Source: an optimization exercise on an open RTL-to-GDS flow (aim: small area). Production flows keep margins and buffers that such runs may drop. The RTL was checked by simulation tests, not by an equivalence proof against the original design. Power is estimated from default activity; no workload was simulated.

==> flow/design.v (excerpt) <==
module regfile_decode #(
    parameter int XLEN = 32,
    parameter int NREG = 32,
    parameter int AW   = 5
) (
    input  logic            clk,
    input  logic            reset,
    input  logic            in_valid,
    output logic            in_ready,
    input  logic [31:0]     ir_i,
    output logic            out_valid,
    input  logic            out_ready,
    output logic [XLEN-1:0] ra_o,
    output logic [XLEN-1:0] rb_o,
    output logic [XLEN-1:0] imm_o,
    output logic [4:0]      itype_o,
    output logic [AW-1:0]   rd_o,
    input  logic            wb_en_i,
    input  logic [AW-1:0]   wb_addr_i,
    input  logic [XLEN-1:0] wb_data_i
);
==> flow/config.mk <==
export PLATFORM = sky130hd
export DESIGN_NAME = regfile_decode
export DESIGN_NICKNAME = regfile_decode
export VERILOG_FILES = /design/flow/design.v
export SDC_FILE = /design/flow/constraint.sdc
export NUM_CORES = 4
export LEC_CHECK = 0
export CAP_MARGIN = 20
export CORE_MARGIN = 2
export CORE_UTILIZATION = 40
export SLEW_MARGIN = 20
export SYNTH_HIERARCHICAL = 1
==> flow/constraint.sdc <==
create_clock -name core_clock -period 5.0 [get_ports {clk}]
set_input_delay 1.0000 -clock core_clock [delete_from_list [all_inputs] [get_ports {clk}]]
set_output_delay 1.0000 -clock core_clock [all_outputs]
set_load 0.01 [all_outputs]
standard.sh (not shown) runs the stock make flow with config.mk's settings and CLKGATE_MAP_FILE= SYNTH_SCRIPT=/design/flow/synth_recipe.tcl, a recipe that flattens the netlist after the stock synthesis.
==> flow/flow/run.sh <==
#!/bin/bash
# Standard layout (standard.sh) with two changes: port buffers use the
# smallest buffer cell, and the clock tree uses larger sink clusters
# (up to 16 flip-flops per clkbuf_8) without dummy loads.
set -e
export BUFFER_PORTS_ARGS="-buffer_cell sky130_fd_sc_hd__buf_1"
export CTS_ARGS="-sink_clustering_enable -repair_clock_nets -sink_clustering_size 16 -sink_clustering_max_diameter 50 -buf_list sky130_fd_sc_hd__clkbuf_8 -dont_use_dummy_load"
bash standard.sh > standard.log 2>&1
The baseline passed the timing, DRC and antenna checks.
Then changed:
--- a/flow/design.v
+++ b/flow/design.v
@@ -36,50 +36,45 @@
     assign is_s   = ~reset & (ir_i[6:0] == OP_S);
     assign is_u   = ~reset & (ir_i[6:0] == OP_U);
     assign is_ill = ~reset & ~(is_r | is_i | is_s | is_u);
     logic use1, use2;
     assign use1 = is_r | is_i | is_s;
     assign use2 = is_r | is_s;
-    logic [3:0]  whi;
-    logic [7:0]  wlo;
+    logic [3:0]  whi_n;
+    logic [7:0]  wlo_n;
     for (genvar j = 0; j < 4; j++) begin : g_whi
-        assign whi[j] = reset | (wb_en_i & (wb_addr_i[4:3] == 2'(j)));
+        assign whi_n[j] = ~(reset | (wb_en_i & (wb_addr_i[4:3] == 2'(j))));
     end
     for (genvar i = 0; i < 8; i++) begin : g_wlo
-        assign wlo[i] = reset | (wb_addr_i[2:0] == 3'(i));
-    end
-    logic        rst_n;
+        assign wlo_n[i] = ~(reset | (wb_addr_i[2:0] == 3'(i)));
+    end
+    logic [31:1] de;
+    logic [31:0] regs [1:31];
     logic [31:0] wdata;
-    assign rst_n = ~reset;
-    for (genvar b = 0; b < 32; b++) begin : g_wd
-        regfile_decode_and2 u_wd (.a(wb_data_i[b]), .b(rst_n), .y(wdata[b]));
-    end
-    logic [31:1] de, de_n;
-    logic [31:0] regs [1:31];
+    assign wdata = wb_data_i & {32{~reset}};
     for (genvar k = 1; k < 32; k++) begin : g_rf
-        regfile_decode_and2  u_de  (.a(whi[k / 8]), .b(wlo[k % 8]), .y(de[k]));
-        regfile_decode_nand2 u_den (.a(whi[k / 8]), .b(wlo[k % 8]), .y(de_n[k]));
+        regfile_decode_nor2 u_de (.a(whi_n[k / 8]), .b(wlo_n[k % 8]), .y(de[k]));
         always_ff @(posedge clk) begin
             if (de[k]) regs[k] <= wdata;
         end
     end
-    logic [3:0]  r1hi, r2hi;
-    logic [7:0]  r1lo, r2lo;
+    logic [3:0]  r1hi_n, r2hi_n;
+    logic [7:0]  r1lo_n, r2lo_n;
     for (genvar j = 0; j < 4; j++) begin : g_rhi
-        assign r1hi[j] = use1 & (rs1[4:3] == 2'(j));
-        assign r2hi[j] = use2 & (rs2[4:3] == 2'(j));
+        assign r1hi_n[j] = ~(use1 & (rs1[4:3] == 2'(j)));
+        assign r2hi_n[j] = ~(use2 & (rs2[4:3] == 2'(j)));
     end
     for (genvar i = 0; i < 8; i++) begin : g_rlo
-        assign r1lo[i] = rs1[2:0] == 3'(i);
-        assign r2lo[i] = rs2[2:0] == 3'(i);
+        assign r1lo_n[i] = ~(rs1[2:0] == 3'(i));
+        assign r2lo_n[i] = ~(rs2[2:0] == 3'(i));
     end
     logic [31:1] sel1, sel2;
     logic        byp1, byp2;
     for (genvar k = 1; k < 32; k++) begin : g_sel
-        regfile_decode_and3 u_s1 (.a(r1hi[k / 8]), .b(r1lo[k % 8]), .c(de_n[k]), .y(sel1[k]));
-        regfile_decode_and3 u_s2 (.a(r2hi[k / 8]), .b(r2lo[k % 8]), .c(de_n[k]), .y(sel2[k]));
+        regfile_decode_nor3 u_s1 (.a(r1hi_n[k / 8]), .b(r1lo_n[k % 8]), .c(de[k]), .y(sel1[k]));
+        regfile_decode_nor3 u_s2 (.a(r2hi_n[k / 8]), .b(r2lo_n[k % 8]), .c(de[k]), .y(sel2[k]));
     end
     assign byp1 = use1 & (rs1 != 5'd0) & wb_en_i & (wb_addr_i == rs1);
     assign byp2 = use2 & (rs2 != 5'd0) & wb_en_i & (wb_addr_i == rs2);
     logic [31:0] imm_sel_a, imm_dat_a;    
     logic        iu;
     assign iu = is_i | is_u;
@@ -204,18 +199,18 @@
 module regfile_decode_or3 (
     input  logic a, b, c,
     output logic y
 );
     assign y = a | b | c;
 endmodule
-module regfile_decode_and2 (
+module regfile_decode_nor2 (
     input  logic a, b,
     output logic y
 );
-    assign y = a & b;
-endmodule
-module regfile_decode_and3 (
+    assign y = ~(a | b);
+endmodule
+module regfile_decode_nor3 (
     input  logic a, b, c,
     output logic y
 );
-    assign y = a & b & c;
-endmodule
+    assign y = ~(a | b | c);
+endmodule
The changed run finished clean.
First-iteration DRC count shrinks by a little under a tenth.
Clock-buffer cell count shrinks by 3.
Wire length shrinks by a few percent.
Power barely changes.
Synthesized cell count shrinks slightly.
Via count shrinks slightly.
Cell area grows by a few percent.
Cell count grows slightly.

==> what the ideal ports hide <==
How much do the figures lean on ideal ports? The routed layouts below were timed once more, with nothing changed but the port constraints. Step 1 (the two cells are an assumption about what drives the block):
set clk [get_ports {clk}]
set_driving_cell -lib_cell sky130_fd_sc_hd__clkbuf_16 $clk
set_driving_cell -lib_cell sky130_fd_sc_hd__buf_2 [delete_from_list [all_inputs] $clk]
Step 2, shift: input delay + t, output delay - t, t = (earliest + latest rising clock arrival at the registers) / 2. This alone moves slack from input paths to output paths. Slacks: no drivers / after step 1 / after step 2; pairs: no drivers / after step 1.
run | t, ns | setup slack, ns | latest minus earliest clock arrival (ns) | worst data-port slew with drivers (ns)
the first run | 0.802 | 1.237 / 1.250 / 0.448 | 0.109 / 0.110 | 0.07
the second run | 0.801 | 1.027 / 1.055 / 0.254 | 0.078 / 0.078 | 0.08
After both steps every run listed still meets setup and hold. The setup slack of the first run, which loses most, moves by +0.013 ns with the drivers and by -0.789 ns with both steps.
